Context: an optimization exercise on an open-source flow, tuned for a short achievable clock period and few clock cycles. The choices shown serve that exercise and are no tape-out recipe. Function was checked by simulation only, so behaviour that the tests miss may differ from the original.

==> inputs of nickel <==
==> flow/design.v <==
`default_nettype none
package mipsPkg;
	typedef union packed {
		struct packed {
			logic [5:0]                      opcode;
			logic [5-1:0] rs;
			logic [5-1:0] rt;
			logic [5-1:0] rd;
			logic [5-1:0]    shamt;
			logic [5:0]                      funct;
		} rType;
		struct packed {
			logic [5:0]                      opcode;
			logic [5-1:0] rs;
			logic [5-1:0] rt;
			logic [15:0]                     imm16;
		} iType;
		struct packed {
			logic [5:0]  opcode;
			logic [25:0] target26;
		} jType;
	} instrWord_t;
	typedef enum logic [2:0] {
		ALU_AND = 3'b000,
		ALU_OR  = 3'b001,
		ALU_ADD = 3'b010,
		ALU_LUI = 3'b011,
		ALU_NOR = 3'b100,
		ALU_XOR = 3'b101,
		ALU_SUB = 3'b110,
		ALU_SLT = 3'b111
	} aluOp_t;
	typedef enum logic [1:0] {
		SHIFT_SLL = 2'b00,
		SHIFT_SRL = 2'b01,
		SHIFT_SRA = 2'b10
	} shiftOp_t;
	typedef struct packed {
		logic     regWrite;
		logic     regDst;    
		logic     aluSrc;    
		logic     branch;
		logic     memWrite;
		logic     memToReg;
		logic     jump;
		aluOp_t   aluOp;
		logic     useShift;  
		shiftOp_t shiftOp;
	} ctrlSig_t;
	typedef struct packed {
		ctrlSig_t                        ctrl;
		logic [32-1:0]     srcA;
		logic [32-1:0]     regB;
		logic [32-1:0]     signImm;
		logic [5-1:0] rt;
		logic [5-1:0] rd;
		logic [5-1:0]    shamt;
	} decExec_t;
	typedef struct packed {
		logic                            regWrite;
		logic                            memWrite;
		logic                            memToReg;
		logic [32-1:0]     execOut;
		logic [32-1:0]     writeData;
		logic [5-1:0] writeReg;
	} execMem_t;
endpackage
`default_nettype wire
`timescale 1ns/10ps
`default_nettype none
module mipsCore (
	input  wire logic                            clk,
	input  wire logic                            reset,
	output logic [32-1:0]          pc,
	input  wire logic [32-1:0]     instr,
	output logic                                 memWrite,
	output logic [32-1:0]          memAddr,
	output logic [32-1:0]          memWriteData,
	input  wire logic [32-1:0]     memReadData,
	input  wire logic [5-1:0] dispSel,
	output logic [32-1:0]          dispData
);
	logic [31:0] pcR;
	logic [31:0] irD;
	logic [31:0] pc4D;
	logic [31:0] opA;       
	logic [31:0] opB;       
	logic [31:0] sdE;       
	logic        sdLdE;     
	logic [4:0]  shE;
	logic [31:0] brTgtE;
	logic        eSum, eSub, eAnd, eOr, eXor, eNor, eSlt, eSll, eSrl, eSra;
	logic        eLd, eSt, eBr;
	logic [4:0]  eDst;      
	logic [31:0] mRes;
	logic        mLd;
	logic        mSt;
	logic [31:0] mSd;
	logic [4:0]  mDst;
	logic [31:0] wVal;
	logic [4:0]  wDst;
	logic [31:0] rf [1:31];
	logic [31:0] dispCand [0:7];
	logic [2:0]  dispLo;
	assign pc = pcR;
	assign memWrite = mSt;
	assign memAddr = mRes;
	assign memWriteData = mSd;
	logic [5:0]  op;
	logic [4:0]  rs, rt, rd;
	logic [5:0]  fn;
	logic [31:0] signImm;
	logic        isR, rAlu, rSh, isAddi, isLui, isLw, isSw, isBeq, isJ;
	logic        useRs, useRt, wrD;
	logic [4:0]  dstD;
	assign op = irD[31:26];
	assign rs = irD[25:21];
	assign rt = irD[20:16];
	assign rd = irD[15:11];
	assign fn = irD[5:0];
	assign signImm = {{16{irD[15]}}, irD[15:0]};
	assign isR = (op == 6'b000000);
	assign rAlu = isR && (fn == 6'b100000 || fn == 6'b100010 || fn == 6'b100100 ||
		fn == 6'b100101 || fn == 6'b100111 || fn == 6'b100110 || fn == 6'b101010);
	assign rSh = isR && (fn == 6'b000000 || fn == 6'b000010 || fn == 6'b000011);
	assign isAddi = (op == 6'b001000);
	assign isLui = (op == 6'b001111);
	assign isLw = (op == 6'b100011);
	assign isSw = (op == 6'b101011);
	assign isBeq = (op == 6'b000100);
	assign isJ = (op == 6'b000010);
	assign useRs = rAlu || isAddi || isLw || isSw || isBeq;
	assign useRt = rAlu || rSh || isBeq;
	assign wrD = rAlu || rSh || isAddi || isLui || isLw;
	assign dstD = !wrD ? 5'd0 : (isR ? rd : rt);
	logic stall;
	assign stall = eLd && (eDst != 5'd0) &&
		((useRs && rs == eDst) || (useRt && rt == eDst));
	logic [31:0] aluOut;
	logic [31:0] mVal;
	logic [31:0] rfA, rfB;
	logic [31:0] srcA, srcB;
	assign mVal = mLd ? memReadData : mRes;
	assign rfA = (rs == 5'd0) ? 32'd0 : rf[rs];
	assign rfB = (rt == 5'd0) ? 32'd0 : rf[rt];
	always_comb begin
		if (eDst != 5'd0 && rs == eDst)
			srcA = aluOut;
		else if (mDst != 5'd0 && rs == mDst)
			srcA = mVal;
		else if (wDst != 5'd0 && rs == wDst)
			srcA = wVal;
		else
			srcA = rfA;
		if (eDst != 5'd0 && rt == eDst)
			srcB = aluOut;
		else if (mDst != 5'd0 && rt == mDst)
			srcB = mVal;
		else if (wDst != 5'd0 && rt == wDst)
			srcB = wVal;
		else
			srcB = rfB;
	end
	logic [31:0] bx;
	logic [31:0] sum;
	logic        lt;
	logic        eq;
	logic        brTaken;
	logic [31:0] shOut;
	assign bx = opB ^ {32{eSub}};
	assign sum = opA + bx + {31'd0, eSub};
	assign lt = (opA[31] ^ opB[31]) ? opA[31] : sum[31];
	assign eq = (opA == opB);
	assign brTaken = eBr && eq;
	always_comb begin
		shOut = 32'd0;
		if (eSll) shOut = opB << shE;
		if (eSrl) shOut = opB >> shE;
		if (eSra) shOut = $signed(opB) >>> shE;
	end
	assign aluOut = ({32{eSum}} & sum) |
		({32{eAnd}} & (opA & opB)) |
		({32{eOr}}  & (opA | opB)) |
		({32{eXor}} & (opA ^ opB)) |
		({32{eNor}} & ~(opA | opB)) |
		{31'd0, eSlt & lt} |
		shOut;
	logic [31:0] pcPlus4;
	assign pcPlus4 = pcR + 32'd4;
	always_ff @(posedge clk or posedge reset) begin
		if (reset) begin
			pcR <= 32'd0;
			irD <= 32'd0;
		end else if (brTaken) begin
			pcR <= brTgtE;
			irD <= 32'd0;  
		end else if (!stall) begin
			pcR <= isJ ? {pc4D[31:28], irD[25:0], 2'b00} : pcPlus4;
			irD <= instr;
		end
	end
	always_ff @(posedge clk) begin
		if (!stall)
			pc4D <= pcPlus4;
	end
	always_ff @(posedge clk or posedge reset) begin
		if (reset) begin
			{eSum, eSub, eAnd, eOr, eXor, eNor, eSlt, eSll, eSrl, eSra} <= '0;
			{eLd, eSt, eBr} <= '0;
			eDst <= 5'd0;
			sdLdE <= 1'b0;
		end else if (stall) begin
			{eSum, eSub, eAnd, eOr, eXor, eNor, eSlt, eSll, eSrl, eSra} <= '0;
			{eLd, eSt, eBr} <= '0;
			eDst <= 5'd0;
			sdLdE <= 1'b0;
		end else begin
			eSum <= isAddi || isLui || isLw || isSw ||
				(rAlu && (fn == 6'b100000 || fn == 6'b100010));
			eSub <= rAlu && (fn == 6'b100010 || fn == 6'b101010);
			eAnd <= rAlu && fn == 6'b100100;
			eOr <= rAlu && fn == 6'b100101;
			eXor <= rAlu && fn == 6'b100110;
			eNor <= rAlu && fn == 6'b100111;
			eSlt <= rAlu && fn == 6'b101010;
			eSll <= rSh && fn == 6'b000000;
			eSrl <= rSh && fn == 6'b000010;
			eSra <= rSh && fn == 6'b000011;
			eLd <= isLw;
			eSt <= isSw;
			eBr <= isBeq;
			eDst <= dstD;
			sdLdE <= isSw && eLd && (eDst != 5'd0) && (rt == eDst);
		end
	end
	always_ff @(posedge clk) begin
		opA <= isLui ? 32'd0 : srcA;
		opB <= (isAddi || isLw || isSw) ? signImm :
			isLui ? {irD[15:0], 16'd0} : srcB;
		sdE <= srcB;
		shE <= irD[10:6];
		brTgtE <= pc4D + {signImm[29:0], 2'b00};
	end
	always_ff @(posedge clk or posedge reset) begin
		if (reset) begin
			mLd <= 1'b0;
			mSt <= 1'b0;
			mDst <= 5'd0;
			wDst <= 5'd0;
		end else begin
			mLd <= eLd;
			mSt <= eSt;
			mDst <= eDst;
			wDst <= mDst;
		end
	end
	always_ff @(posedge clk) begin
		mRes <= aluOut;
		mSd <= sdLdE ? memReadData : sdE;
		wVal <= mVal;
	end
	always_ff @(posedge clk) begin
		if (wDst != 5'd0)
			rf[wDst] <= wVal;
	end
	always_ff @(posedge clk) begin
		for (int j = 0; j < 8; j++) begin
			if ({dispSel[4:3], 3'(j)} == 5'd0)
				dispCand[j] <= 32'd0;
			else if (wDst == {dispSel[4:3], 3'(j)})
				dispCand[j] <= wVal;
			else
				dispCand[j] <= rf[{dispSel[4:3], 3'(j)}];
		end
		dispLo <= dispSel[2:0];
	end
	assign dispData = dispCand[dispLo];
endmodule
`default_nettype wire
==> flow/run.sh <==
#!/bin/bash
# synth_recipe.tcl (not shown) runs the flow's synth.tcl, then flattens the netlist and writes it again
# the make line also repeats each setting of config.mk as NAME=value (left out here)
make -C /OpenROAD-flow-scripts/flow DESIGN_CONFIG=/design/flow/config.mk WORK_HOME=/design/flow/orfs CLKGATE_MAP_FILE= SYNTH_SCRIPT=/design/flow/synth_recipe.tcl finish
==> flow/config.mk <==
export PLATFORM = sky130hd
export DESIGN_NAME = mipsCore
export DESIGN_NICKNAME = mipsCore
export VERILOG_FILES = /design/flow/design.v
export SDC_FILE = /design/flow/constraint.sdc
export NUM_CORES = 4
export LEC_CHECK = 0
export CAP_MARGIN = 20
export CORE_MARGIN = 2
export CORE_UTILIZATION = 45
export SLEW_MARGIN = 20
==> flow/constraint.sdc <==
create_clock -name core_clock -period 8.0 [get_ports {clk}]
set_input_delay 1.6000 -clock core_clock [delete_from_list [all_inputs] [get_ports {clk}]]
set_output_delay 1.6000 -clock core_clock [all_outputs]
set_load 0.01 [all_outputs]
==> inputs of delta, as changes to nickel <==
--- a/flow/design.v
+++ b/flow/design.v
@@ -99,9 +99,8 @@
 	logic [4:0]  mDst;
 	logic [31:0] wVal;
 	logic [4:0]  wDst;
-	logic [31:0] rf [1:31];
-	logic [31:0] dispCand [0:7];
-	logic [2:0]  dispLo;
+	logic [31:0][31:0] rf;
+	logic [31:0] dispR;
 	assign pc = pcR;
 	assign memWrite = mSt;
 	assign memAddr = mRes;
@@ -110,7 +109,7 @@
 	logic [4:0]  rs, rt, rd;
 	logic [5:0]  fn;
 	logic [31:0] signImm;
-	logic        isR, rAlu, rSh, isAddi, isLui, isLw, isSw, isBeq, isJ;
+	logic        isR, rAlu, rSh, isAddi, isLui, isLw, isSw, isBeq, isBr, isJ;
 	logic        useRs, useRt, wrD;
 	logic [4:0]  dstD;
 	assign op = irD[31:26];
@@ -127,12 +126,15 @@
 	assign isLui = (op == 6'b001111);
 	assign isLw = (op == 6'b100011);
 	assign isSw = (op == 6'b101011);
-	assign isBeq = (op == 6'b000100);
+	assign isBeq = (op == 6'b000100) && (rs != rt);
+	assign isBr = (op == 6'b000100) && (rs == rt);
 	assign isJ = (op == 6'b000010);
 	assign useRs = rAlu || isAddi || isLw || isSw || isBeq;
 	assign useRt = rAlu || rSh || isBeq;
 	assign wrD = rAlu || rSh || isAddi || isLui || isLw;
 	assign dstD = !wrD ? 5'd0 : (isR ? rd : rt);
+	logic subD;
+	assign subD = rAlu && (fn == 6'b100010 || fn == 6'b101010);
 	logic stall;
 	assign stall = eLd && (eDst != 5'd0) &&
 		((useRs && rs == eDst) || (useRt && rt == eDst));
@@ -141,8 +143,8 @@
 	logic [31:0] rfA, rfB;
 	logic [31:0] srcA, srcB;
 	assign mVal = mLd ? memReadData : mRes;
-	assign rfA = (rs == 5'd0) ? 32'd0 : rf[rs];
-	assign rfB = (rt == 5'd0) ? 32'd0 : rf[rt];
+	assign rfA = rf[rs];
+	assign rfB = rf[rt];
 	always_comb begin
 		if (eDst != 5'd0 && rs == eDst)
 			srcA = aluOut;
@@ -161,15 +163,13 @@
 		else
 			srcB = rfB;
 	end
-	logic [31:0] bx;
 	logic [31:0] sum;
 	logic        lt;
 	logic        eq;
 	logic        brTaken;
 	logic [31:0] shOut;
-	assign bx = opB ^ {32{eSub}};
-	assign sum = opA + bx + {31'd0, eSub};
-	assign lt = (opA[31] ^ opB[31]) ? opA[31] : sum[31];
+	assign sum = opA + opB + {31'd0, eSub};
+	assign lt = (opA[31] == opB[31]) ? opA[31] : sum[31];
 	assign eq = (opA == opB);
 	assign brTaken = eBr && eq;
 	always_comb begin
@@ -186,6 +186,8 @@
 		{31'd0, eSlt & lt} |
 		shOut;
 	logic [31:0] pcPlus4;
+	logic [31:0] brTgtD;
+	assign brTgtD = pc4D + {signImm[29:0], 2'b00};
 	assign pcPlus4 = pcR + 32'd4;
 	always_ff @(posedge clk or posedge reset) begin
 		if (reset) begin
@@ -195,7 +197,7 @@
 			pcR <= brTgtE;
 			irD <= 32'd0;  
 		end else if (!stall) begin
-			pcR <= isJ ? {pc4D[31:28], irD[25:0], 2'b00} : pcPlus4;
+			pcR <= isJ ? {pc4D[31:28], irD[25:0], 2'b00} : isBr ? brTgtD : pcPlus4;
 			irD <= instr;
 		end
 	end
@@ -217,7 +219,7 @@
 		end else begin
 			eSum <= isAddi || isLui || isLw || isSw ||
 				(rAlu && (fn == 6'b100000 || fn == 6'b100010));
-			eSub <= rAlu && (fn == 6'b100010 || fn == 6'b101010);
+			eSub <= subD;
 			eAnd <= rAlu && fn == 6'b100100;
 			eOr <= rAlu && fn == 6'b100101;
 			eXor <= rAlu && fn == 6'b100110;
@@ -236,10 +238,10 @@
 	always_ff @(posedge clk) begin
 		opA <= isLui ? 32'd0 : srcA;
 		opB <= (isAddi || isLw || isSw) ? signImm :
-			isLui ? {irD[15:0], 16'd0} : srcB;
+			isLui ? {irD[15:0], 16'd0} : (srcB ^ {32{subD}});
 		sdE <= srcB;
 		shE <= irD[10:6];
-		brTgtE <= pc4D + {signImm[29:0], 2'b00};
+		brTgtE <= brTgtD;
 	end
 	always_ff @(posedge clk or posedge reset) begin
 		if (reset) begin
@@ -259,21 +261,19 @@
 		mSd <= sdLdE ? memReadData : sdE;
 		wVal <= mVal;
 	end
-	always_ff @(posedge clk) begin
-		if (wDst != 5'd0)
-			rf[wDst] <= wVal;
-	end
-	always_ff @(posedge clk) begin
-		for (int j = 0; j < 8; j++) begin
-			if ({dispSel[4:3], 3'(j)} == 5'd0)
-				dispCand[j] <= 32'd0;
-			else if (wDst == {dispSel[4:3], 3'(j)})
-				dispCand[j] <= wVal;
-			else
-				dispCand[j] <= rf[{dispSel[4:3], 3'(j)}];
-		end
-		dispLo <= dispSel[2:0];
-	end
-	assign dispData = dispCand[dispLo];
+	assign rf[0] = 32'd0;
+	for (genvar r = 1; r < 32; r++) begin : g_rf
+		always_ff @(posedge clk) begin
+			if (wDst == 5'(r))
+				rf[r] <= wVal;
+		end
+	end
+	always_ff @(posedge clk) begin
+		if (dispSel != 5'd0 && dispSel == wDst)
+			dispR <= wVal;
+		else
+			dispR <= rf[dispSel];
+	end
+	assign dispData = dispR;
 endmodule
 `default_nettype wire
PLACE_DENSITY = 0.65   (was unset)
SETUP_SLACK_MARGIN = 5   (was unset)
==> inputs of quartz, as changes to nickel <==
--- a/flow/design.v
+++ b/flow/design.v
@@ -99,9 +99,8 @@
 	logic [4:0]  mDst;
 	logic [31:0] wVal;
 	logic [4:0]  wDst;
-	logic [31:0] rf [1:31];
-	logic [31:0] dispCand [0:7];
-	logic [2:0]  dispLo;
+	logic [31:0][31:0] rf;
+	logic [31:0] dispR;
 	assign pc = pcR;
 	assign memWrite = mSt;
 	assign memAddr = mRes;
@@ -110,7 +109,7 @@
 	logic [4:0]  rs, rt, rd;
 	logic [5:0]  fn;
 	logic [31:0] signImm;
-	logic        isR, rAlu, rSh, isAddi, isLui, isLw, isSw, isBeq, isJ;
+	logic        isR, rAlu, rSh, isAddi, isLui, isLw, isSw, isBeq, isBr, isJ;
 	logic        useRs, useRt, wrD;
 	logic [4:0]  dstD;
 	assign op = irD[31:26];
@@ -127,12 +126,15 @@
 	assign isLui = (op == 6'b001111);
 	assign isLw = (op == 6'b100011);
 	assign isSw = (op == 6'b101011);
-	assign isBeq = (op == 6'b000100);
+	assign isBeq = (op == 6'b000100) && (rs != rt);
+	assign isBr = (op == 6'b000100) && (rs == rt);
 	assign isJ = (op == 6'b000010);
 	assign useRs = rAlu || isAddi || isLw || isSw || isBeq;
 	assign useRt = rAlu || rSh || isBeq;
 	assign wrD = rAlu || rSh || isAddi || isLui || isLw;
 	assign dstD = !wrD ? 5'd0 : (isR ? rd : rt);
+	logic subD;
+	assign subD = rAlu && (fn == 6'b100010 || fn == 6'b101010);
 	logic stall;
 	assign stall = eLd && (eDst != 5'd0) &&
 		((useRs && rs == eDst) || (useRt && rt == eDst));
@@ -141,8 +143,8 @@
 	logic [31:0] rfA, rfB;
 	logic [31:0] srcA, srcB;
 	assign mVal = mLd ? memReadData : mRes;
-	assign rfA = (rs == 5'd0) ? 32'd0 : rf[rs];
-	assign rfB = (rt == 5'd0) ? 32'd0 : rf[rt];
+	assign rfA = rf[rs];
+	assign rfB = rf[rt];
 	always_comb begin
 		if (eDst != 5'd0 && rs == eDst)
 			srcA = aluOut;
@@ -161,15 +163,13 @@
 		else
 			srcB = rfB;
 	end
-	logic [31:0] bx;
 	logic [31:0] sum;
 	logic        lt;
 	logic        eq;
 	logic        brTaken;
 	logic [31:0] shOut;
-	assign bx = opB ^ {32{eSub}};
-	assign sum = opA + bx + {31'd0, eSub};
-	assign lt = (opA[31] ^ opB[31]) ? opA[31] : sum[31];
+	assign sum = opA + opB + {31'd0, eSub};
+	assign lt = (opA[31] == opB[31]) ? opA[31] : sum[31];
 	assign eq = (opA == opB);
 	assign brTaken = eBr && eq;
 	always_comb begin
@@ -186,6 +186,8 @@
 		{31'd0, eSlt & lt} |
 		shOut;
 	logic [31:0] pcPlus4;
+	logic [31:0] brTgtD;
+	assign brTgtD = pc4D + {signImm[29:0], 2'b00};
 	assign pcPlus4 = pcR + 32'd4;
 	always_ff @(posedge clk or posedge reset) begin
 		if (reset) begin
@@ -195,7 +197,7 @@
 			pcR <= brTgtE;
 			irD <= 32'd0;  
 		end else if (!stall) begin
-			pcR <= isJ ? {pc4D[31:28], irD[25:0], 2'b00} : pcPlus4;
+			pcR <= isJ ? {pc4D[31:28], irD[25:0], 2'b00} : isBr ? brTgtD : pcPlus4;
 			irD <= instr;
 		end
 	end
@@ -217,7 +219,7 @@
 		end else begin
 			eSum <= isAddi || isLui || isLw || isSw ||
 				(rAlu && (fn == 6'b100000 || fn == 6'b100010));
-			eSub <= rAlu && (fn == 6'b100010 || fn == 6'b101010);
+			eSub <= subD;
 			eAnd <= rAlu && fn == 6'b100100;
 			eOr <= rAlu && fn == 6'b100101;
 			eXor <= rAlu && fn == 6'b100110;
@@ -236,10 +238,10 @@
 	always_ff @(posedge clk) begin
 		opA <= isLui ? 32'd0 : srcA;
 		opB <= (isAddi || isLw || isSw) ? signImm :
-			isLui ? {irD[15:0], 16'd0} : srcB;
+			isLui ? {irD[15:0], 16'd0} : (srcB ^ {32{subD}});
 		sdE <= srcB;
 		shE <= irD[10:6];
-		brTgtE <= pc4D + {signImm[29:0], 2'b00};
+		brTgtE <= brTgtD;
 	end
 	always_ff @(posedge clk or posedge reset) begin
 		if (reset) begin
@@ -259,21 +261,19 @@
 		mSd <= sdLdE ? memReadData : sdE;
 		wVal <= mVal;
 	end
-	always_ff @(posedge clk) begin
-		if (wDst != 5'd0)
-			rf[wDst] <= wVal;
-	end
-	always_ff @(posedge clk) begin
-		for (int j = 0; j < 8; j++) begin
-			if ({dispSel[4:3], 3'(j)} == 5'd0)
-				dispCand[j] <= 32'd0;
-			else if (wDst == {dispSel[4:3], 3'(j)})
-				dispCand[j] <= wVal;
-			else
-				dispCand[j] <= rf[{dispSel[4:3], 3'(j)}];
-		end
-		dispLo <= dispSel[2:0];
-	end
-	assign dispData = dispCand[dispLo];
+	assign rf[0] = 32'd0;
+	for (genvar r = 1; r < 32; r++) begin : g_rf
+		always_ff @(posedge clk) begin
+			if (wDst == 5'(r))
+				rf[r] <= wVal;
+		end
+	end
+	always_ff @(posedge clk) begin
+		if (dispSel != 5'd0 && dispSel == wDst)
+			dispR <= wVal;
+		else
+			dispR <= rf[dispSel];
+	end
+	assign dispData = dispR;
 endmodule
 `default_nettype wire
CORE_UTILIZATION = 52   (was 45)
SETUP_SLACK_MARGIN = 5   (was unset)
==> reports/results.ini <==
[sta]
fin_ws_ns=4.44

[clock_network]
clock_sinks=1380
cts_buffers=149

[floorplanning]
initial_core_util=0.454

[routing]
wl_met3_mm=38.5

[run_status]
status=no timing/DRC/antenna violations

[pwr]
powerComb_mw=4.53

[final_layout]
clkbuf_count=196

[synth]
synth-compound-area-share=0.0839

[worst_setup_path]
r2r_slack_ns=4.44

[worst_hold_path]
hold_start=eSt

(the above is from delta)
==> reports/results.ini <==
[worst_setup_path]
worstPathArrival_ns=4.20
r2r_slack_ns=4.49

[routing]
wl_met3_mm=42.0

[synth]
synth-compound-area-share=0.0839
syn_inst=5378

[floorplanning]
initial_core_util=0.522

[clock_network]
cts_buffers=153
clock_sinks=1380

[run_status]
status=no timing/DRC/antenna violations

[worst_hold_path]
hold_start=pc4D[0]

[pwr]
powerComb_mw=4.67

[final_layout]
biggestCellCategory=multi-input combinational cells

(the above is from quartz)
==> reports/results.ini <==
[floorplanning]
initial_core_util=0.452

[final_layout]
clkbuf_count=203

[clock_network]
clock_sinks=1417
cts_buffers=157

[pwr]
powerComb_mw=3.55

[sta]
fin_ws_ns=1.41

[worst_setup_path]
r2r_slack_ns=3.33

[run_status]
status=no timing/DRC/antenna violations

[worst_hold_path]
hold_start=pc4D[0]

[synth]
synth-compound-area-share=0.104

(the above is from nickel)
Testbench counts of nickel, summed over its fixed seeds: cycles 12,933.
Testbench counts of delta, summed over its fixed seeds: cycles 12,756.
Testbench counts of quartz, summed over its fixed seeds: cycles 12,756.

static timing again, ports no longer ideal:
No port has a modelled driver above. Below, the same layouts with a new extraction and two added sets of constraints. Step 1 sets driving cells, clkbuf_16 on the clock port and buf_2 on the other inputs (assumed; they add their load-dependent delay and slew). Step 2 adds t to the input delays and takes it off the output delays; t is the mean of the earliest and latest rising clock arrival at the registers after step 1. Input paths then give back, and output paths get back, about the clock's delay inside the block. Three values: no drivers, after step 1, after step 2; two values: the first two.
run | t (ns) | setup slack, ns | worst slew at a driven data input, ns
nickel | 0.917 | 1.410 / 1.317 / 2.233 | 0.06
delta | 0.911 | 4.440 / 4.440 / 4.003 | 0.27
quartz | 0.875 | 4.487 / 4.487 / 3.948 | 0.31
After both steps setup and hold are still met in every run listed. The setup slack of quartz, which loses most, moves by 0.000 ns with the drivers and by -0.539 ns with both steps.
